Source: an optimization exercise on an open RTL-to-GDS flow (aim: small area). Production flows keep margins and buffers that such runs may drop. In this exercise RTL edits were held to simulation tests only and were not proved equivalent to the original. Power and IR drop assume default switching activity.

### flow/design.v
package rf_pkg;
    localparam int DEF_NREG  = 32;
    localparam int DEF_XLEN  = 32;
    localparam int DEF_TAG_W = 4;
    localparam int DEF_IDX_W = $clog2(DEF_NREG);
    typedef logic [DEF_TAG_W-1:0] tag_t;
    typedef struct packed {
        logic [DEF_XLEN-1:0] v1;
        logic [DEF_XLEN-1:0] v2;
        tag_t                q1;
        tag_t                q2;
        logic                busy1;
        logic                busy2;
        tag_t                tag;
    } op_bundle_t;
endpackage
module rf_read_port
#(
    parameter int N = 32,
    parameter int W = 32,
    parameter int G = N / 3
) (
    input  logic [N-1:0]        sel,
    input  logic [N-1:0][W-1:0] data,
    output logic [W-1:0][G-1:0] t
);
    logic [G-1:0][W-1:0] tg;
    for (genvar g = 0; g < G; g++) begin : g_grp
        rf_aoi222 #(.W(W)) u_g (
            .a0(sel[3*g]),   .b0(data[3*g]),
            .a1(sel[3*g+1]), .b1(data[3*g+1]),
            .a2(sel[3*g+2]), .b2(data[3*g+2]),
            .y(tg[g]));
    end
    for (genvar b = 0; b < W; b++) begin : g_bit
        for (genvar g = 0; g < G; g++) begin : g_t
            assign t[b][g] = tg[g][b];
        end
    end
endmodule
module rf_aoi222
#(
    parameter int W = 32
) (
    input  logic         a0, a1, a2,
    input  logic [W-1:0] b0, b1, b2,
    output logic [W-1:0] y
);
    always_comb y = ~((b0 & {W{a0}}) | (b1 & {W{a1}}) | (b2 & {W{a2}}));
endmodule
module rf_hold
#(
    parameter int W = 32
) (
    input  logic         wr,
    input  logic         keep,
    input  logic [W-1:0] d,
    input  logic [W-1:0] q,
    output logic [W-1:0] y
);
    always_comb y = (d & {W{wr}}) | (q & {W{keep}});
endmodule
module rf_nor2
#(
    parameter int W = 31
) (
    input  logic [W-1:0] a, b,
    output logic [W-1:0] y
);
    always_comb y = ~(a | b);
endmodule
module rf_nand2
#(
    parameter int W = 31
) (
    input  logic [W-1:0] a, b,
    output logic [W-1:0] y
);
    always_comb y = ~(a & b);
endmodule
module rename_regfile
#(
    parameter int NREG  = rf_pkg::DEF_NREG,
    parameter int XLEN  = rf_pkg::DEF_XLEN,
    parameter int TAG_W = rf_pkg::DEF_TAG_W,
    parameter int IDX_W = $clog2(NREG)
) (
    input  logic             clk,
    input  logic             rst,
    input  logic             flush,
    input  logic             disp_valid,
    output logic             disp_ready,
    input  logic [IDX_W-1:0] disp_rs1,
    input  logic [IDX_W-1:0] disp_rs2,
    input  logic [IDX_W-1:0] disp_rd,
    input  logic [TAG_W-1:0] disp_tag,
    input  logic             cm_valid,
    input  logic [IDX_W-1:0] cm_rd,
    input  logic [TAG_W-1:0] cm_tag,
    input  logic [XLEN-1:0]  cm_data,
    output logic             op_valid,
    input  logic             op_ready,
    output logic [XLEN-1:0]  op_v1,
    output logic [XLEN-1:0]  op_v2,
    output logic [TAG_W-1:0] op_q1,
    output logic [TAG_W-1:0] op_q2,
    output logic             op_busy1,
    output logic             op_busy2,
    output logic [TAG_W-1:0] op_tag
);
    localparam int NR = NREG - 1;    
    logic [NR-1:0][XLEN-1:0]  value, value_d;
    logic [NR-1:0][TAG_W-1:0] tag, tag_d;
    logic [NR-1:0]            busy;
    logic [NR-1:0]            cs, we, keep, ren, renn, s1, s2;
    logic                     first;
    logic [NR-1:0][TAG_W:0]   bt;
    logic                     ld, fire, hit, tmatch, hz1, hz2;
    logic [TAG_W:0]           btc;
    logic [XLEN-1:0]          v1_d, v2_d;
    logic [TAG_W:0]           bt1_d, bt2_d;
    logic [TAG_W-1:0]         op_tag_d;
    always_comb ld = !op_valid || op_ready;
    logic [3:0] h1n, h2n, hcn, hwn, hrn, hr;
    logic [7:0] l1n, l2n, lcn, lrn, lr;
    logic [NR-1:0] x1n, x2n, xcn, xwn, xrn, xr, y1n, y2n, ycn, yrn, yr, firsts;
    always_comb begin
        for (int h = 0; h < 4; h++) begin
            h1n[h] = !(ld && !first && disp_rs1[4:3] == 2'(h));
            h2n[h] = !(ld && !first && disp_rs2[4:3] == 2'(h));
            hcn[h] = !(cm_rd[4:3] == 2'(h));
            hwn[h] = !(cm_valid && cm_rd[4:3] == 2'(h));
            hr[h]  = fire && disp_rd[4:3] == 2'(h);
            hrn[h] = !hr[h];
        end
        for (int l = 0; l < 8; l++) begin
            l1n[l] = !(disp_rs1[2:0] == 3'(l));
            l2n[l] = !(disp_rs2[2:0] == 3'(l));
            lcn[l] = !(cm_rd[2:0] == 3'(l));
            lr[l]  = disp_rd[2:0] == 3'(l);
            lrn[l] = !lr[l];
        end
        for (int i = 0; i < NR; i++) begin
            x1n[i] = h1n[(i + 1) / 8];  y1n[i] = l1n[(i + 1) % 8];
            x2n[i] = h2n[(i + 1) / 8];  y2n[i] = l2n[(i + 1) % 8];
            xcn[i] = hcn[(i + 1) / 8];  ycn[i] = lcn[(i + 1) % 8];
            xwn[i] = hwn[(i + 1) / 8];
            xrn[i] = hrn[(i + 1) / 8];  yrn[i] = lrn[(i + 1) % 8];
            xr[i]  = hr[(i + 1) / 8];   yr[i]  = lr[(i + 1) % 8];
            firsts[i] = first;
            bt[i]  = {busy[i], tag[i]};
        end
    end
    rf_nor2  #(.W(NR)) u_s1   (.a(x1n), .b(y1n), .y(s1));
    rf_nor2  #(.W(NR)) u_s2   (.a(x2n), .b(y2n), .y(s2));
    rf_nor2  #(.W(NR)) u_cs   (.a(xcn), .b(ycn), .y(cs));
    rf_nor2  #(.W(NR)) u_we   (.a(xwn), .b(ycn), .y(we));
    rf_nor2  #(.W(NR)) u_keep (.a(we),  .b(firsts), .y(keep));
    rf_nor2  #(.W(NR)) u_ren  (.a(xrn), .b(yrn), .y(ren));
    rf_nand2 #(.W(NR)) u_renn (.a(xr),  .b(yr),  .y(renn));
    logic [TAG_W:0][9:0] tc;
    rf_read_port #(.N(NR), .W(TAG_W + 1)) u_rc (.sel(cs), .data(bt), .t(tc));
    for (genvar b = 0; b <= TAG_W; b++) begin : g_cb
        assign btc[b] = !(&tc[b]) || (cs[30] && bt[30][b]);
    end
    always_comb tmatch = btc[TAG_W-1:0] == cm_tag;
    always_comb hit = cm_valid && btc[TAG_W] && tmatch;
    always_comb hz1 = hit && disp_rs1 == cm_rd;
    always_comb hz2 = hit && disp_rs2 == cm_rd;
    always_comb disp_ready = !flush && ld && !(hz1 || hz2);
    always_comb fire = disp_valid && disp_ready;
    logic [XLEN-1:0][9:0]  tv1, tv2;
    logic [TAG_W:0][9:0]   tt1, tt2;
    logic [NR:0][XLEN-1:0] dv1, dv2;
    logic [NR:0][TAG_W:0]  dt1, dt2;
    logic [NR:0]           sv1, sv2, st1, st2;
    always_comb begin
        sv1 = {!ld, s1}; dv1 = {op_v1, value};
        sv2 = {!ld, s2}; dv2 = {op_v2, value};
        st1 = {!ld, s1};  dt1 = {{op_busy1, op_q1}, bt};
        st2 = {!ld, s2};  dt2 = {{op_busy2, op_q2}, bt};
    end
    rf_read_port #(.N(NR + 1), .W(XLEN))      u_v1 (.sel(sv1), .data(dv1), .t(tv1));
    rf_read_port #(.N(NR + 1), .W(XLEN))      u_v2 (.sel(sv2), .data(dv2), .t(tv2));
    rf_read_port #(.N(NR + 1), .W(TAG_W + 1)) u_t1 (.sel(st1), .data(dt1), .t(tt1));
    rf_read_port #(.N(NR + 1), .W(TAG_W + 1)) u_t2 (.sel(st2), .data(dt2), .t(tt2));
    for (genvar b = 0; b < XLEN; b++) begin : g_vb
        assign v1_d[b] = !(&tv1[b]) || (sv1[30] && dv1[30][b]) || (sv1[31] && dv1[31][b]);
        assign v2_d[b] = !(&tv2[b]) || (sv2[30] && dv2[30][b]) || (sv2[31] && dv2[31][b]);
    end
    for (genvar b = 0; b <= TAG_W; b++) begin : g_tb
        assign bt1_d[b] = !(&tt1[b]) || (st1[30] && dt1[30][b]) || (st1[31] && dt1[31][b]);
        assign bt2_d[b] = !(&tt2[b]) || (st2[30] && dt2[30][b]) || (st2[31] && dt2[31][b]);
    end
    rf_hold #(.W(TAG_W)) u_ot (.wr(ld), .keep(!ld), .d(disp_tag), .q(op_tag), .y(op_tag_d));
    for (genvar i = 0; i < NR; i++) begin : g_row
        rf_hold #(.W(XLEN))  u_v (.wr(we[i]), .keep(keep[i]), .d(cm_data), .q(value[i]), .y(value_d[i]));
        rf_hold #(.W(TAG_W)) u_t (.wr(ren[i]), .keep(renn[i]), .d(disp_tag), .q(tag[i]), .y(tag_d[i]));
    end
    always_ff @(posedge clk) begin
        value <= value_d;
        tag   <= tag_d;
    end
    always_ff @(posedge clk or posedge rst)
        if (rst) begin
            busy <= '0;
        end else
            for (int i = 0; i < NR; i++) begin
                if (flush)
                    busy[i] <= 1'b0;
                else if (ren[i])
                    busy[i] <= 1'b1;
                else if (we[i] && tmatch)
                    busy[i] <= 1'b0;
            end
    always_ff @(posedge clk or posedge rst)
        if (rst)
            first <= 1'b1;
        else
            first <= 1'b0;
    always_ff @(posedge clk or posedge rst)
        if (rst)
            op_valid <= 1'b0;
        else
            op_valid <= fire || (!flush && op_valid && !op_ready);
    always_ff @(posedge clk) begin
        op_v1    <= v1_d;
        op_v2    <= v2_d;
        op_q1    <= bt1_d[TAG_W-1:0];
        op_q2    <= bt2_d[TAG_W-1:0];
        op_busy1 <= bt1_d[TAG_W];
        op_busy2 <= bt2_d[TAG_W];
        op_tag   <= op_tag_d;
    end
endmodule
### flow/flow/run.sh
#!/bin/bash
# Standard layout, with smaller port buffers and a clock tree of large leaf buffers without dummy loads.
set -euo pipefail
bash standard.sh \
  'BUFFER_PORTS_ARGS=-buffer_cell sky130_fd_sc_hd__buf_1' \
  'CTS_ARGS=-sink_clustering_enable -repair_clock_nets -dont_use_dummy_load -sink_clustering_size 28 -sink_clustering_max_diameter 100 -buf_list {sky130_fd_sc_hd__clkbuf_16}' \
  finish > flow_standard.log 2>&1
### flow/standard.sh
#!/bin/bash
# synth_recipe.tcl (not shown) runs the flow's synth.tcl, then flattens the netlist and writes it again
# the make line also repeats each setting of config.mk as NAME=value (left out here)
make -C /OpenROAD-flow-scripts/flow DESIGN_CONFIG=/design/flow/config.mk WORK_HOME=/design/flow/orfs CLKGATE_MAP_FILE= SYNTH_SCRIPT=/design/flow/synth_recipe.tcl "${@:-finish}"
### flow/config.mk
export PLATFORM = sky130hd
export DESIGN_NAME = rename_regfile
export DESIGN_NICKNAME = rename_regfile
export VERILOG_FILES = /design/flow/design.v
export SDC_FILE = /design/flow/constraint.sdc
export NUM_CORES = 4
export LEC_CHECK = 0
export CAP_MARGIN = 0
export CORE_MARGIN = 2
export CORE_UTILIZATION = 52
export PLACE_DENSITY = 0.62
export SLEW_MARGIN = 0
export SYNTH_HIERARCHICAL = 1
### flow/constraint.sdc
create_clock -name core_clock -period 5.5 [get_ports {clk}]
set_input_delay 1.1000 -clock core_clock [delete_from_list [all_inputs] [get_ports {clk}]]
set_output_delay 1.1000 -clock core_clock [all_outputs]
set_load 0.01 [all_outputs]
==> impl_metrics.json, run 1 <==
{
  "whs_ns": 0.462,
  "ys_top_cells_by_area": "dfxtp_1, a22o_1, a222oi_1",
  "path_clk_slew_ns": 0.08,
  "max_slew_margin_pct": -1.73,
  "dp_cells": 5662,
  "drv_cap": 1,
  "stdcell_count": 5724,
  "critPathMaxStageDelay_ns": 0.50,
  "root_buffer": "clkbuf_16",
  "vias_per_cell": 8.46,
  "ir_drop_v": 0.000263,
  "io_pins": 146,
  "place_ws_ns": 0.215,
  "crit_path_max_fanout": 10,
  "synth_ff_type": "dfxtp_1",
  "die_h_um": 318,
  "yosysTopAreaCell": "dfxtp_1",
  "final_common_cell": "dfxtp_1",
  "async_flop_share_pct": 2.69,
  "maxSlewViolCount": 2,
  "worst_slew_pin_slew_ns": 1.52,
  "crit_top_cell": "buf_1",
  "critPathSlowestCell": "or3_1",
  "grt_pass1_wl_mm": 332,
  "clock_sinks": 1227,
  "tns_ns": 0,
  "cts_buffers": 50,
  "htreeDepth": 2,
  "period_minus_slack_ns": 5.27,
  "post-cts-setup-buffers": 0,
  "layout_setup_ws_ns": 0.233,
  "violatedChecks": "capacitance limit",
  "vias": 48451,
  "netlist_area_um2": 51200,
  "drt_iter0_markers": 13000,
  "synth_top_area_share_pct": 46.7,
  "ys_types": 39,
  "timing.fmax_mhz": 190,
  "synth.avg_cell_area_um2": 11.5,
  "antenna_found_initial": 10,
  "die_area_um2": 101000,
  "cp.required_ns": 4.40,
  "grt_max_degree": 46,
  "clock_path_buffers": 3,
  "row_count": 115,
  "track_usage_pct": 45.2,
  "ys_seq_area_share_pct": 48.3,
  "crit_chain": "buf_1 > or3_1 > nor2_1 > a222oi_1 > nand4_1 > a2111oi_1 > xnor2_1 > nor4_4 > a211oi_1 > buf_1",
  "gp_congestion": 0.967,
  "path_class": "in2out",
  "synth_nets": 4523,
  "worstSkewPairLatency_ns": 0.73,
  "setup.worst_path.start_class": "input pin",
  "hold_path_class": "reg2reg",
  "syn_to_final_growth_pct": 3.63,
  "cts_tree": "built",
  "core_um2": 98000,
  "nets": 4493,
  "final_cell_mix": "dfxtp_1, a22o_1, a222oi_1",
  "endpoint_kind": "primary output",
  "firstDrtPassIters": 17,
  "outcome": "failed layout checks",
  "drive_gt1_share_pct": 10.6,
  "synth_edf_count": 0,
  "p_per_area_nw_per_um2": 284,
  "fill_cells": 8626,
  "multiInputGateArea_um2": 23100,
  "setup_viol": 0,
  "grt-ovfl-total": 0,
  "cts_resized": 0,
  "routed_wl_mm": 241,
  "p_leak_nw": 19.0,
  "worstPathArrival_ns": 4.17,
  "seqCellArea_um2": 24700,
  "grt_pass1_vias": 44912,
  "initial_core_util_pct": 52.3,
  "power_mw": 15.1,
  "drc": 0,
  "fp.dieW_um": 318,
  "finalHoldViolations": 0,
  "dp_hpwl_mm": 145,
  "synth_cells": 4457,
  "port_buffers": 145,
  "fin_crit_sh_pct": 95.8,
  "yosys_warnings": 13,
  "ant_nets": 0,
  "rsz0062_at_grt": "no",
  "ctsHoldBuffers": 0,
  "ys_ff_latch": 1227,
  "fin_skew_ns": 0.0683,
  "routedWlPerCell_um": 42.2
}
-- power by group --
group | switching [mW] | internal (mW)
clock | 2.91 | 1.64
combinational | 0.836 | 0.275
sequential | 0.287 | 9.12
total | 4.03 | 11.0
-- final cells by class --
| class | count | share of cell area (%) |
|---|---|---|
| Timing Repair Buffer | 352 | 4.07 |
| Clock buffer | 50 | 2.36 |
| Multi-Input combinational cell | 2755 | 43.6 |
| Sequential cell | 1227 | 46.6 |
| Inverter | 41 | 0.292 |
| Antenna cell | 12 | 0.0566 |
| Tap cell | 1287 | 3.03 |
-- worst max-delay path, delay by kind of cell --
| family | cells | cell delay (ns) |
|---|---|---|
| simple gates | 4 | 0.96 |
| xor+xnor | 1 | 0.25 |
| buf+inv | 2 | 0.64 |
| compound gates | 3 | 1.20 |
-- synthesized netlist by cell type (all sizes together) (3+ instances only) --
library cell	instances
nand4	158
a311oi	32
nand3b	14
clkbuf	32
a21oi	75
o21ai	3
inv	41
nor2	227
a211oi	75
nand2b	6
xnor2	14
dfrtp	32
a22o	1120
a2111oi	5
buf	402
or3	6
nand2	196
or3b	9
a222oi	790
nand3	10
dfxtp	1194
-- final timing paths --
kind	start	end	slack, ns	depth (start not counted)
max	cm_rd[0]	disp_ready	0.23	10
max in group asynchronous	rst	busy[17]$_DFFE_PP0P_	4.58	3
min reg2reg	op_busy1$_DFF_P_	op_busy1$_DFF_P_	0.46	2
min	op_busy1$_DFF_P_	op_busy1$_DFF_P_	0.46	2
min in group asynchronous	rst	busy[21]$_DFFE_PP0P_	0.50	3
max reg2reg	first$_DFF_PP1_	op_v2[0]$_DFF_P_	0.65	8
-- metrics by stage --
stage / utilization [%] / area (um^2)
finish: 54.2 / 53100
global route: 54.2 / 53100
CTS: 54.1 / 53100
detailed placement: 52.9 / 51800
global placement: 52.9 / 51800
floorplan: - / 51200
-- metal layers --
metal | share of wire, % | wire (um) | track usage [%]
met5 | 0.014 | 34 | 0.236
met4 | 8.0 | 19300 | 30.4
met3 | 16 | 38600 | 18.5
met2 | 40 | 97800 | 63.6
met1 | 36 | 85700 | 56.3
-- state kept, by name, summed over array words and instances, names as in the netlist --
signal    count
busy         31
first         1
op_busy1      1
op_busy2      1
op_q1         4
op_q2         4
op_tag        4
op_v1        32
op_v2        32
op_valid      1
tag         124
value       992
-- cell families (layout without fill, tap and decap cells) --
family	Yosys count	count (layout)	share of synthesized area [%]
xor gates and xnor gates	14	14	0.239
other	1	13	0.00732
and+or+nand+nor	635	635	5.77
buffers and inverters	475	443	8.37
DFF	1227	1227	48.3
AOI/OAI and AO/OA	2105	2105	37.3
==> run 2, diff against run 1 <==
--- a/flow/design.v
+++ b/flow/design.v
@@ -193,8 +193,16 @@
         assign bt2_d[b] = !(&tt2[b]) || (st2[30] && dt2[30][b]) || (st2[31] && dt2[31][b]);
     end
-    rf_hold #(.W(TAG_W)) u_ot (.wr(ld), .keep(!ld), .d(disp_tag), .q(op_tag), .y(op_tag_d));
+    logic ldn;
+    always_comb ldn = !ld;
+    for (genvar b = 0; b < TAG_W; b++) begin : g_otbit
+        rf_hold #(.W(1)) u_ot (.wr(ld), .keep(ldn), .d(disp_tag[b]), .q(op_tag[b]), .y(op_tag_d[b]));
+    end
     for (genvar i = 0; i < NR; i++) begin : g_row
-        rf_hold #(.W(XLEN))  u_v (.wr(we[i]), .keep(keep[i]), .d(cm_data), .q(value[i]), .y(value_d[i]));
-        rf_hold #(.W(TAG_W)) u_t (.wr(ren[i]), .keep(renn[i]), .d(disp_tag), .q(tag[i]), .y(tag_d[i]));
+        for (genvar b = 0; b < XLEN; b++) begin : g_vbit
+            rf_hold #(.W(1)) u_v (.wr(we[i]), .keep(keep[i]), .d(cm_data[b]), .q(value[i][b]), .y(value_d[i][b]));
+        end
+        for (genvar b = 0; b < TAG_W; b++) begin : g_tbit
+            rf_hold #(.W(1)) u_t (.wr(ren[i]), .keep(renn[i]), .d(disp_tag[b]), .q(tag[i][b]), .y(tag_d[i][b]));
+        end
     end
     always_ff @(posedge clk) begin
--- a/flow/config.mk
+++ b/flow/config.mk
@@ -6,8 +6,8 @@
 export NUM_CORES = 4
 export LEC_CHECK = 0
-export CAP_MARGIN = 0
+export CAP_MARGIN = 5
 export CORE_MARGIN = 2
-export CORE_UTILIZATION = 52
-export PLACE_DENSITY = 0.62
+export CORE_UTILIZATION = 48
+export PLACE_DENSITY = 0.58
 export SLEW_MARGIN = 0
 export SYNTH_HIERARCHICAL = 1
==> run 2 against run 1 <==
Against the previous run: now clean on timing, DRC and antenna; clock power is 1% higher; first-iteration DRC count is 8.6% lower; design area is 0.35% higher; global-route usage is 2.4 points lower; sequential power hardly changed; flip-flop and latch count stayed put; largest cell class unchanged; largest power group unchanged; highest routed layer unchanged.
==> impl_metrics.json, run 2 <==
{
  "row_count": 117,
  "yosysTopAreaCell": "dfxtp_1",
  "routedWlPerCell_um": 40.7,
  "io_pins": 146,
  "hold_path_class": "reg2reg",
  "drc": 0,
  "synth.avg_cell_area_um2": 11.5,
  "nets": 4494,
  "ys_seq_area_share_pct": 50.4,
  "die_area_um2": 105000,
  "ys_types": 38,
  "grt_max_degree": 67,
  "synthTopCellsByCount": "dfxtp_1, a22o_1, a222oi_1",
  "worstPathArrival_ns": 4.10,
  "ir_drop_v": 0.000237,
  "finalHoldViolations": 0,
  "endpoint_kind": "primary output",
  "track_usage_pct": 42.7,
  "synth_top_area_share_pct": 48.7,
  "synth_cells": 4271,
  "crit_path_max_fanout": 10,
  "ys_top_cells_by_area": "dfxtp_1, a22o_1, a222oi_1",
  "reg_top3": "value x992, tag x124",
  "worst_slew_pin_slew_ns": 1.39,
  "yosys.area_share.adder_pct": 0,
  "synth.area.mux_share_pct": 0,
  "syn_to_final_growth_pct": 8.61,
  "fin_crit_sh_pct": 94.6,
  "async_flop_share_pct": 2.69,
  "p_per_area_nw_per_um2": 284,
  "port_buffers": 145,
  "path_clk_slew_ns": 0.11,
  "final_common_cell": "dfxtp_1",
  "final_cell_mix": "dfxtp_1, a22o_1, a222oi_1",
  "layout_setup_ws_ns": 0.298,
  "worstSkewPairLatency_ns": 0.73,
  "period_minus_slack_ns": 5.20,
  "maxSlewViolCount": 0,
  "fp.dieW_um": 324,
  "synth_compound_area_share_pct": 38.8,
  "synth-xor-area-share_pct": 0.250,
  "yosys_warnings": 12,
  "grt-ovfl-total": 0,
  "top_register": "value",
  "ant_nets": 0,
  "largest_register_ffs": 992,
  "fill_cells": 9031,
  "cp.required_ns": 4.40,
  "antenna_found_initial": 8,
  "rsz0062_at_grt": "no",
  "synth_nets": 4337,
  "timing.fmax_mhz": 192,
  "yosys.area_share.simple_pct": 6.02,
  "routed_wl_mm": 236,
  "post-cts-setup-buffers": 0,
  "drt_iter0_markers": 11879,
  "tns_ns": 0,
  "cts_resized": 0,
  "fin_skew_ns": 0.0640,
  "cts_buffers": 51,
  "die_h_um": 324,
  "vias_per_cell": 8.19,
  "netlist_area_um2": 49100,
  "dp_hpwl_mm": 142,
  "clock_sinks": 1227,
  "synth_ff_type": "dfxtp_1",
  "firstDrtPassIters": 13,
  "initial_core_util_pct": 48.3,
  "p_leak_nw": 18.9,
  "core_um2": 102000,
  "clock_path_buffers": 3,
  "htreeDepth": 2,
  "max_slew_margin_pct": 6.88,
  "path_class": "in2out",
  "grt_pass1_vias": 42864,
  "vias": 47497,
  "whs_ns": 0.468,
  "root_buffer": "clkbuf_16",
  "setup_viol": 0,
  "gp_congestion": 0.997,
  "setup.worst_path.start_class": "input pin",
  "synth.most_common_cell": "dfxtp_1",
  "place_ws_ns": 0.261,
  "grt_pass1_wl_mm": 325,
  "drive_gt1_share_pct": 9.26,
  "drv_cap": 0,
  "ys_ff_latch": 1227,
  "synth_top_family_by_area": "compound AO/OA/AOI/OAI gates",
  "outcome": "no timing/DRC/antenna violations",
  "synth_edf_count": 0,
  "cts_tree": "built",
  "ctsHoldBuffers": 0
}
-- run 2: worst paths after layout --
check,slack (ns),depth (start not counted),endpoint,startpoint
max,0.30,10,disp_ready,cm_rd[1]
min,0.47,2,op_v1[28]$_DFF_P_,op_v1[28]$_DFF_P_
max reg2reg,1.40,10,op_v1[23]$_DFF_P_,op_valid$_DFF_PP0_
min reg2reg,0.47,2,op_v1[28]$_DFF_P_,op_v1[28]$_DFF_P_
max in group asynchronous,4.49,3,busy[5]$_DFFE_PP0P_,rst
min in group asynchronous,0.53,3,busy[23]$_DFFE_PP0P_,rst
-- run 2: kinds of logic (layout without fill, tap and decap cells) --
| logic type | after synthesis | count (layout) |
|---|---|---|
| AO/OA/AOI/OAI | 2105 | 2105 |
| other | 1 | 7 |
| flip-flops | 1227 | 1227 |
| XOR/XNOR | 14 | 14 |
| buffers and inverters | 289 | 444 |
| AND/OR/NAND/NOR | 635 | 635 |
-- run 2: stage by stage --
stage | utilization [%] | instance area, um^2 | instances | power (mW)
2_1_floorplan | - | 49100 | 4271 | 9.94
3_3_place_gp | 51.2 | 52000 | 5743 | 10.7
3_5_place_dp | 51.2 | 52000 | 5743 | 10.6
4_1_cts | 52.4 | 53300 | 5794 | 15.1
5_1_grt | 52.4 | 53300 | 5799 | 15.4
6_report | 52.4 | 53300 | 5800 | 15.1
-- run 2: routing by layer --
| layer | up-vias | wire (um) | GRT usage (%) |
|---|---|---|---|
| li1 | 19088 | - | - |
| met1 | 23300 | 89200 | 57.8 |
| met2 | 4342 | 98800 | 61.7 |
| met3 | 761 | 32600 | 10.5 |
| met4 | 6 | 15600 | 24.8 |
| met5 | - | 41 | 0.139 |
-- run 2: layout make-up --
class / count / area [um^2] / area share (%)
sequential: 1227 / 24700 / 46.4
inverter: 41 / 155 / 0.291
tap: 1368 / 1710 / 3.21
multi-input combinational: 2755 / 23100 / 43.3
antenna: 6 / 15.0 / 0.0282
timing repair buffer: 352 / 2310 / 4.34
clock buffer: 51 / 1280 / 2.40
-- run 2: worst max-delay path, cell delays in order --
cell	delay, ns
buf_1	0.34
or3b_2	0.52
nor2_1	0.21
a222oi_1	0.48
nand4_1	0.29
a2111oi_2	0.36
xnor2_1	0.18
nor4_4	0.31
a211oi_1	0.12
buf_1	0.19
-- run 2: power by group --
part           internal (mW)  leakage, nW  switching [mW]  total [mW]
Clock                   1.67        0.629            2.93        4.61
Sequential              9.12         10.1           0.300        9.42
Combinational          0.287         8.18           0.817        1.10
==> run 3, diff against run 2 <==
--- a/flow/design.v
+++ b/flow/design.v
@@ -113,5 +113,6 @@
     logic [NR-1:0][TAG_W-1:0] tag, tag_d;
     logic [NR-1:0]            busy;
-    logic [NR-1:0]            cs, we, keep, ren, renn, s1, s2;
+    logic [NR-1:0]            cs, we, ren, renn, s1, s2;
+    logic [NR-1:0]            s1a, s2a, wa, ka, kb;
     logic                     first;
     logic [NR-1:0][TAG_W:0]   bt;
@@ -153,8 +154,12 @@
     end
     rf_nor2  #(.W(NR)) u_s1   (.a(x1n), .b(y1n), .y(s1));
+    rf_nor2  #(.W(NR)) u_s1a  (.a(x1n), .b(y1n), .y(s1a));
     rf_nor2  #(.W(NR)) u_s2   (.a(x2n), .b(y2n), .y(s2));
+    rf_nor2  #(.W(NR)) u_s2a  (.a(x2n), .b(y2n), .y(s2a));
     rf_nor2  #(.W(NR)) u_cs   (.a(xcn), .b(ycn), .y(cs));
     rf_nor2  #(.W(NR)) u_we   (.a(xwn), .b(ycn), .y(we));
-    rf_nor2  #(.W(NR)) u_keep (.a(we),  .b(firsts), .y(keep));
+    rf_nor2  #(.W(NR)) u_wa   (.a(xwn), .b(ycn), .y(wa));
+    rf_nor2  #(.W(NR)) u_ka   (.a(wa),  .b(firsts), .y(ka));
+    rf_nor2  #(.W(NR)) u_kb   (.a(we),  .b(firsts), .y(kb));
     rf_nor2  #(.W(NR)) u_ren  (.a(xrn), .b(yrn), .y(ren));
     rf_nand2 #(.W(NR)) u_renn (.a(xr),  .b(yr),  .y(renn));
@@ -174,16 +179,31 @@
     logic [NR:0][XLEN-1:0] dv1, dv2;
     logic [NR:0][TAG_W:0]  dt1, dt2;
-    logic [NR:0]           sv1, sv2, st1, st2;
+    logic [NR:0]           sv1, sv2, sv1a, sv2a, st1, st2;
+    localparam int H = XLEN / 2;
+    logic [NR:0][H-1:0]    dv1a, dv1b, dv2a, dv2b;
+    logic [H-1:0][9:0]     tv1a, tv1b, tv2a, tv2b;
     always_comb begin
-        sv1 = {!ld, s1}; dv1 = {op_v1, value};
-        sv2 = {!ld, s2}; dv2 = {op_v2, value};
+        sv1 = {!ld, s1}; sv1a = {!ld, s1a}; dv1 = {op_v1, value};
+        sv2 = {!ld, s2}; sv2a = {!ld, s2a}; dv2 = {op_v2, value};
+        for (int i = 0; i <= NR; i++) begin
+            dv1a[i] = dv1[i][H-1:0]; dv1b[i] = dv1[i][XLEN-1:H];
+            dv2a[i] = dv2[i][H-1:0]; dv2b[i] = dv2[i][XLEN-1:H];
+        end
+        tv1 = {tv1b, tv1a};
+        tv2 = {tv2b, tv2a};
         st1 = {!ld, s1};  dt1 = {{op_busy1, op_q1}, bt};
         st2 = {!ld, s2};  dt2 = {{op_busy2, op_q2}, bt};
     end
-    rf_read_port #(.N(NR + 1), .W(XLEN))      u_v1 (.sel(sv1), .data(dv1), .t(tv1));
-    rf_read_port #(.N(NR + 1), .W(XLEN))      u_v2 (.sel(sv2), .data(dv2), .t(tv2));
+    rf_read_port #(.N(NR + 1), .W(H))         u_v1a (.sel(sv1a), .data(dv1a), .t(tv1a));
+    rf_read_port #(.N(NR + 1), .W(H))         u_v1b (.sel(sv1),  .data(dv1b), .t(tv1b));
+    rf_read_port #(.N(NR + 1), .W(H))         u_v2a (.sel(sv2a), .data(dv2a), .t(tv2a));
+    rf_read_port #(.N(NR + 1), .W(H))         u_v2b (.sel(sv2),  .data(dv2b), .t(tv2b));
     rf_read_port #(.N(NR + 1), .W(TAG_W + 1)) u_t1 (.sel(st1), .data(dt1), .t(tt1));
     rf_read_port #(.N(NR + 1), .W(TAG_W + 1)) u_t2 (.sel(st2), .data(dt2), .t(tt2));
-    for (genvar b = 0; b < XLEN; b++) begin : g_vb
+    for (genvar b = 0; b < H; b++) begin : g_vb
+        assign v1_d[b] = !(&tv1[b]) || (sv1a[30] && dv1[30][b]) || (sv1a[31] && dv1[31][b]);
+        assign v2_d[b] = !(&tv2[b]) || (sv2a[30] && dv2[30][b]) || (sv2a[31] && dv2[31][b]);
+    end
+    for (genvar b = H; b < XLEN; b++) begin : g_vbh
         assign v1_d[b] = !(&tv1[b]) || (sv1[30] && dv1[30][b]) || (sv1[31] && dv1[31][b]);
         assign v2_d[b] = !(&tv2[b]) || (sv2[30] && dv2[30][b]) || (sv2[31] && dv2[31][b]);
@@ -200,5 +220,9 @@
     for (genvar i = 0; i < NR; i++) begin : g_row
         for (genvar b = 0; b < XLEN; b++) begin : g_vbit
-            rf_hold #(.W(1)) u_v (.wr(we[i]), .keep(keep[i]), .d(cm_data[b]), .q(value[i][b]), .y(value_d[i][b]));
+            if (b < H) begin : g_lo
+                rf_hold #(.W(1)) u_v (.wr(wa[i]), .keep(ka[i]), .d(cm_data[b]), .q(value[i][b]), .y(value_d[i][b]));
+            end else begin : g_hi
+                rf_hold #(.W(1)) u_v (.wr(we[i]), .keep(kb[i]), .d(cm_data[b]), .q(value[i][b]), .y(value_d[i][b]));
+            end
         end
         for (genvar b = 0; b < TAG_W; b++) begin : g_tbit
--- a/flow/config.mk
+++ b/flow/config.mk
@@ -6,5 +6,5 @@
 export NUM_CORES = 4
 export LEC_CHECK = 0
-export CAP_MARGIN = 5
+export CAP_MARGIN = 0
 export CORE_MARGIN = 2
 export CORE_UTILIZATION = 48
==> run 3 against run 2 <==
Against the previous run: still clean; clock skew is 0.0040 ns lower; largest cell class unchanged; via count is 0.10% higher; die area is 0.17% lower; clock power is 2% lower.
==> impl_metrics.json, run 3 <==
{
  "outcome": "no timing/DRC/antenna violations",
  "synth_ff_type": "dfxtp_1",
  "drt_iter0_markers": 10860,
  "cp.required_ns": 4.40,
  "firstDrtPassIters": 12,
  "crit_family": "compound AO/OA/AOI/OAI gates",
  "ys_top_cells_by_area": "dfxtp_1, a22o_1, a222oi_1",
  "path_buf_inv": 2,
  "core_um2": 101000,
  "syn_to_final_growth_pct": 9.02,
  "vias": 47545,
  "final_cell_mix": "dfxtp_1, a22o_1, a222oi_1",
  "reg_top3": "value x992, tag x124",
  "critPathSlowestCell": "a2111oi_1",
  "drc": 0,
  "finalHoldViolations": 0,
  "critPathMaxStageDelay_ns": 0.49,
  "dp_cells": 5944,
  "initial_core_util_pct": 48.3,
  "synthTopCellsByCount": "dfxtp_1, a22o_1, a222oi_1",
  "grt-ovfl-total": 0,
  "clock_path_buffers": 3,
  "grt_pass1_wl_mm": 319,
  "cts_tree": "built",
  "grt_max_degree": 79,
  "io_pins": 146,
  "synth.most_common_cell": "dfxtp_1",
  "maxSlewViolCount": 0,
  "synth.avg_cell_area_um2": 11.3,
  "path_clk_slew_ns": 0.09,
  "synth_top_area_share_pct": 48.8,
  "dp_hpwl_mm": 149,
  "crit_path_max_fanout": 10,
  "p_per_area_nw_per_um2": 281,
  "post-cts-setup-buffers": 0,
  "routed_wl_mm": 228,
  "ys_ff_latch": 1227,
  "hold_path_class": "reg2reg",
  "worstPathArrival_ns": 4.12,
  "max_slew_margin_pct": 8.94,
  "largest_register_ffs": 992,
  "drv_cap": 0,
  "final_common_cell": "dfxtp_1",
  "ir_drop_v": 0.000221,
  "ys_seq_area_share_pct": 50.5,
  "cts_resized": 0,
  "endpoint_kind": "primary output",
  "port_buffers": 145,
  "vias_per_cell": 7.92,
  "track_usage_pct": 41.6,
  "path_class": "in2out",
  "row_count": 117,
  "top_register": "value",
  "crit_top_cell": "buf_1",
  "crit_chain": "buf_1 > nand2b_1 > nor2_1 > a222oi_1 > nand4_1 > a2111oi_1 > xnor2_1 > nor4_4 > a211oi_1 > buf_1",
  "fp.dieW_um": 323,
  "grt_pass1_vias": 43164,
  "power_mw": 15.0,
  "period_minus_slack_ns": 5.22,
  "drive_gt1_share_pct": 9.86,
  "ctsHoldBuffers": 0,
  "synth_cells": 4335,
  "yosysTopAreaCell": "dfxtp_1",
  "htreeDepth": 2,
  "timing.fmax_mhz": 191,
  "synth_edf_count": 0,
  "root_buffer": "clkbuf_16",
  "ys_types": 38,
  "yosys_warnings": 12,
  "stdcell_count": 6000,
  "setup_viol": 0,
  "routedWlPerCell_um": 37.9,
  "cts_buffers": 51,
  "ant_nets": 0,
  "synth_nets": 4401,
  "antenna_found_initial": 15,
  "gp_congestion": 0.998,
  "clock_sinks": 1227,
  "tns_ns": 0,
  "fin_skew_ns": 0.0600,
  "die_area_um2": 105000,
  "async_flop_share_pct": 2.69,
  "p_leak_nw": 19.4,
  "place_area_um2": 52100,
  "worst_slew_pin_slew_ns": 1.36,
  "netlist_area_um2": 49000,
  "postLayoutCellArea_um2": 53400,
  "setup.worst_path.start_class": "input pin",
  "fin_crit_sh_pct": 95.0,
  "die_h_um": 323,
  "worstSkewPairLatency_ns": 0.72,
  "rsz0062_at_grt": "no",
  "nets": 4695
}
## run 3: cell count changes in the layout (fill, tap and decap cells not counted), sizes merged
cell    previous run  this run
diode              6         5
clkbuf            62        88
nor2             227       351
buf              341       392
## run 3: worst register-to-register path, cell delays in order (launching register included)
cell and delay [ns]:
dfrtp_1 0.54, nand2b_1 0.38, nand2b_1 0.30, or3_1 0.51, nor2_1 0.45, a222oi_1 0.90, nand4_1 0.48, a211oi_1 0.48
nand2_1 0.11
## run 3: kinds of logic (layout without fill, tap and decap cells)
group | after synthesis | count (layout) | synth area share [%]
buf+inv | 229 | 521 | 3.35
other cells | 1 | 6 | 0.00766
simple gates | 759 | 759 | 6.98
compound gates | 2105 | 2105 | 38.9
xor+xnor | 14 | 14 | 0.250
flops | 1227 | 1227 | 50.5
## run 3: power breakdown
part | leakage (nW) | total, mW | internal, mW | switching [mW]
Clock | 0.629 | 4.52 | 1.67 | 2.85
Combinational | 8.69 | 1.07 | 0.290 | 0.783
Sequential | 10.1 | 9.42 | 9.12 | 0.308
## run 3: area by class of cell
type / instances / area (um^2)
Fill cell: 9172 / 48100
Sequential cell: 1227 / 24700
Multi-Input combinational cell: 2879 / 22800
Timing Repair Buffer: 429 / 2720
Tap cell: 1368 / 1710
Clock buffer: 51 / 1280
Inverter: 41 / 154
Antenna cell: 5 / 12.5
## run 3: path summary, 6_finish.rpt
check,from,to,slack [ns],depth (start not counted)
min reg2reg,op_v1[18]$_DFF_P_,op_v1[18]$_DFF_P_,0.47,2
max,cm_rd[4],disp_ready,0.28,10
min in group asynchronous,rst,busy[29]$_DFFE_PP0P_,0.52,3
max reg2reg,op_valid$_DFF_PP0_,op_v2[2]$_DFF_P_,1.23,8
max in group asynchronous,rst,busy[15]$_DFFE_PP0P_,4.50,3
min,op_v1[18]$_DFF_P_,op_v1[18]$_DFF_P_,0.47,2
## run 3: through the flow
stage / setup WS [ns] / util, % / hold WS (ns)
after floorplan: 0.769 / - / 0.425
after global placement: 0.423 / 51.4 / 0.440
after detailed placement: 0.364 / 51.4 / 0.444
after CTS: 0.345 / 52.6 / 0.470
after global routing: 0.112 / 52.6 / 0.493
final: 0.275 / 52.6 / 0.466
## run 3: routing by layer
metal | GRT usage [%] | vias up | routed length, um
met2 | 61.3 | 3820 | 96100
met3 | 10.6 | 709 | 29000
met4 | 24.6 | 18 | 15600
li1 | - | 19636 | -
met5 | 0 | - | 104
met1 | 54.9 | 23362 | 86700
==> run 4, diff against run 3 <==
--- a/flow/design.v
+++ b/flow/design.v
@@ -213,20 +213,9 @@
         assign bt2_d[b] = !(&tt2[b]) || (st2[30] && dt2[30][b]) || (st2[31] && dt2[31][b]);
     end
-    logic ldn;
-    always_comb ldn = !ld;
-    for (genvar b = 0; b < TAG_W; b++) begin : g_otbit
-        rf_hold #(.W(1)) u_ot (.wr(ld), .keep(ldn), .d(disp_tag[b]), .q(op_tag[b]), .y(op_tag_d[b]));
-    end
+    rf_hold #(.W(TAG_W)) u_ot (.wr(ld), .keep(!ld), .d(disp_tag), .q(op_tag), .y(op_tag_d));
     for (genvar i = 0; i < NR; i++) begin : g_row
-        for (genvar b = 0; b < XLEN; b++) begin : g_vbit
-            if (b < H) begin : g_lo
-                rf_hold #(.W(1)) u_v (.wr(wa[i]), .keep(ka[i]), .d(cm_data[b]), .q(value[i][b]), .y(value_d[i][b]));
-            end else begin : g_hi
-                rf_hold #(.W(1)) u_v (.wr(we[i]), .keep(kb[i]), .d(cm_data[b]), .q(value[i][b]), .y(value_d[i][b]));
-            end
-        end
-        for (genvar b = 0; b < TAG_W; b++) begin : g_tbit
-            rf_hold #(.W(1)) u_t (.wr(ren[i]), .keep(renn[i]), .d(disp_tag[b]), .q(tag[i][b]), .y(tag_d[i][b]));
-        end
+        rf_hold #(.W(H)) u_va (.wr(wa[i]), .keep(ka[i]), .d(cm_data[H-1:0]), .q(value[i][H-1:0]), .y(value_d[i][H-1:0]));
+        rf_hold #(.W(H)) u_vb (.wr(we[i]), .keep(kb[i]), .d(cm_data[XLEN-1:H]), .q(value[i][XLEN-1:H]), .y(value_d[i][XLEN-1:H]));
+        rf_hold #(.W(TAG_W)) u_t (.wr(ren[i]), .keep(renn[i]), .d(disp_tag), .q(tag[i]), .y(tag_d[i]));
     end
     always_ff @(posedge clk) begin
==> run 4 against run 3 <==
Against the previous run: global-route usage fell by 4.2 points; core utilization fell by 3.2 points; count of clock-buffer cells in the layout unchanged; critical endpoint unchanged; fmax decreased by 3.4%; still clean on timing, DRC and antenna; highest routed layer unchanged.
==> impl_metrics.json, run 4 <==
{
  "drt_iter0_markers": 10913,
  "p_comb_share_pct": 7.0,
  "routedWlPerCell_um": 36.5,
  "maxSlewViolCount": 0,
  "fill_cells": 9970,
  "fp.dieW_um": 335,
  "cts_buffers": 51,
  "path_buf_inv": 2,
  "tns_ns": 0,
  "endpoint_kind": "primary output",
  "clock_sinks": 1227,
  "grt_pass1_wl_mm": 314,
  "synth.most_common_cell": "dfxtp_1",
  "outcome": "no timing/DRC/antenna violations",
  "multiInputGateArea_um2": 23200,
  "io_pins": 146,
  "min_path_cells": 2,
  "path_clk_slew_ns": 0.11,
  "ir_drop_v": 0.000249,
  "async_flop_share_pct": 2.69,
  "swShare_pct": 26.1,
  "min_from": "op_v2[8]$_DFF_P_",
  "synth_cells": 4583,
  "period_minus_slack_ns": 5.41,
  "grt_pass1_vias": 43069,
  "critPathMaxStageDelay_ns": 0.54,
  "row_count": 121,
  "p_per_area_nw_per_um2": 279,
  "synth_edf_count": 0,
  "antenna_found_initial": 10,
  "finalHoldViolations": 0,
  "critPathSlowestCell": "nand3b_1",
  "worstReg2RegEnd": "op_v1[11]$_DFF_P_",
  "vias": 46721,
  "drv_cap": 0,
  "crit_family": "compound AO/OA/AOI/OAI gates",
  "largest_register_ffs": 992,
  "root_buffer": "clkbuf_16",
  "port_buffers": 145,
  "ys_ff_latch": 1227,
  "crit_top_cell": "buf_1",
  "routed_wl_mm": 220,
  "fin_skew_ns": 0.0623,
  "gp_congestion": 0.983,
  "seqCellArea_um2": 24700,
  "cts_resized": 0,
  "seq_power_share_pct": 62.7,
  "reg_top3": "value x992, tag x124",
  "final_common_cell": "dfxtp_1",
  "drive_gt1_share_pct": 17.3,
  "setup.worst_path.start_class": "input pin",
  "r2r_cells": 10,
  "max_slew_margin_pct": 11.0,
  "whs_ns": 0.467,
  "ctsHoldBuffers": 0,
  "nets": 4682,
  "worstSkewPairLatency_ns": 0.72,
  "rsz0062_at_grt": "no",
  "track_usage_pct": 37.4,
  "crit_chain": "buf_1 > nand3b_1 > nor2_1 > a222oi_1 > nand4_1 > a2111oi_1 > xnor2_1 > nor4_4 > a211oi_1 > buf_1",
  "reg2reg_from": "op_valid$_DFF_PP0_",
  "syn_to_final_growth_pct": 2.50,
  "post-cts-setup-buffers": 0,
  "fin_crit_sh_pct": 98.3,
  "crit_path_max_fanout": 8,
  "setup_viol": 0,
  "ys_seq_area_share_pct": 47.1,
  "die_area_um2": 112000,
  "yosys_warnings": 13,
  "cts_tree": "built",
  "firstDrtPassIters": 14,
  "timing.fmax_mhz": 185,
  "netlist_area_um2": 52500,
  "yosysTopAreaCell": "dfxtp_1",
  "path_class": "in2out",
  "grt_max_degree": 68,
  "vias_per_cell": 7.74,
  "top_register": "value",
  "p_int_mw": 11.1,
  "htreeDepth": 2,
  "hold_path_class": "reg2reg",
  "cp.required_ns": 4.40,
  "regToRegSetupSlack_ns": 1.44,
  "hold_end": "op_v2[8]$_DFF_P_",
  "worstPathArrival_ns": 4.31,
  "p_leak_nw": 19.6,
  "ys_types": 40,
  "crit_path_start": "cm_rd[2]",
  "drc": 0,
  "core_um2": 109000,
  "synth_ff_type": "dfxtp_1",
  "ys_top_cells_by_area": "dfxtp_1, a222oi_1, a22o_1",
  "clock_path_buffers": 3,
  "p_sw_mw": 3.91,
  "final_cell_mix": "dfxtp_1, a222oi_1, a22o_1",
  "synth_nets": 4649,
  "synthTopCellsByCount": "dfxtp_1, a222oi_1, a22o_1",
  "p_clk_share_pct": 30.4,
  "die_h_um": 335,
  "ant_nets": 0,
  "dp_hpwl_mm": 148,
  "initial_core_util_pct": 48.3,
  "worst_slew_pin_slew_ns": 1.33,
  "synth_top_area_share_pct": 45.6,
  "synth.avg_cell_area_um2": 11.4,
  "grt-ovfl-total": 0
}
## run 4: changes by cell type in the layout (fill, tap and decap cells not counted)
cell / change
nor2_1: +17
buf_1: +1
inv_1: +1
a22o_2: +372
inv_2: -1
clkinv_2: +1
buf_4: -13
clkbuf_2: -1
clkinv_1: -1
a22o_1: -372
nor2_2: -17
## run 4: worst reg2reg max path, cell delays in order, from the launching register on
cell      delay, ns
dfrtp_1        0.40
nand2b_1       0.33
clkinv_2       0.41
nor2_1         0.29
nand3b_1       0.44
buf_4          0.35
nor2_1         0.96
a222oi_1       0.48
nand2_1        0.18
a211oi_1       0.07
nand2_1        0.09
## run 4: cells by family after synthesis
kind of cell | count (synthesis) | share of synthesized area (%)
XOR/XNOR | 14 | 0.234
flip-flops | 1227 | 47.1
AO/OA/AOI/OAI | 2105 | 37.2
other | 1 | 0.00715
AND/OR/NAND/NOR | 759 | 6.52
buffers and inverters | 477 | 8.90
## run 4: stage by stage
step	worst slack, ns	instances	utilization, %	instance area [um^2]	power [mW]
floorplan	0.755	4583	-	52500	10.1
global placement	0.317	5977	48.3	52500	10.6
detailed placement	0.235	5977	48.3	52500	10.6
CTS	0.243	6028	49.5	53800	15.0
global route	0.00689	6033	49.5	53800	15.4
finish	0.0939	6033	49.5	53800	15.0
## run 4: how the worst max path moves through the flow
stage / to / slack, ns / cells after the start
after floorplan: tag[100]$_DFF_P_ / 0.75 / 12
after global placement: tag[11]$_DFF_P_ / 0.32 / 12
after detailed placement: tag[9]$_DFF_P_ / 0.24 / 12
after CTS: disp_ready / 0.24 / 10
after global routing: disp_ready / 0.007 / 11
final: disp_ready / 0.09 / 10
## run 4: cell type report
class	count	share of cell area, %
sequential	1227	46.0
inverter	41	0.289
clock buffer	51	2.37
tap	1414	3.29
timing repair buffer	416	4.88
antenna	5	0.0233
multi-input combinational	2879	43.1
## run 4: metal layers
| layer | share of wire, % | global-route usage, % | up-vias |
|---|---|---|---|
| li1 | - | - | 19606 |
| met1 | 39 | 49.6 | 23154 |
| met2 | 45 | 59.3 | 3407 |
| met3 | 11 | 6.42 | 550 |
| met4 | 5.3 | 17.3 | 4 |
| met5 | 0.0095 | 0 | - |
## run 4: power groups by stage
stage          Combinational, mW  Sequential [mW]  Clock (mW)
3_3_place_gp               0.998             9.58           0
6_report                    1.04             9.39        4.55
4_1_cts                     1.01             9.37        4.58
2_1_floorplan              0.600             9.47           0
3_5_place_dp                1.01             9.57           0
5_1_grt                     1.08             9.41        4.87

## what the ideal ports hide
Ports are ideal in the flow. The routed layouts listed here were re-timed in OpenROAD.
Step 1: set_driving_cell puts a clkbuf_16 on clk and a buf_2 on each other input, an assumption about the parent block.
Step 2 times the ports against the registers' clock, not the clock port: input delays grow and output delays shrink by t, the midpoint of the rising clock arrivals with the driver on.
a / b / c = ideal ports / drivers / drivers and shift; a / b = the first two.
run | shift t [ns] | slack for setup (ns) | hold WS [ns]
run 1 | 0.768 | 0.233 / 0.207 / 0.070 | 0.462 / 0.450 / 0.462
run 2 | 0.760 | 0.298 / 0.270 / 0.100 | 0.468 / 0.468 / 0.468
run 3 | 0.764 | 0.275 / 0.136 / 0.136 | 0.466 / 0.465 / 0.466
run 4 | 0.773 | 0.094 / 0.046 / 0.007 | 0.467 / 0.422 / 0.467
For run 2, which loses most, drivers alone change the setup slack by -0.028 ns; drivers and shift together by -0.198 ns.
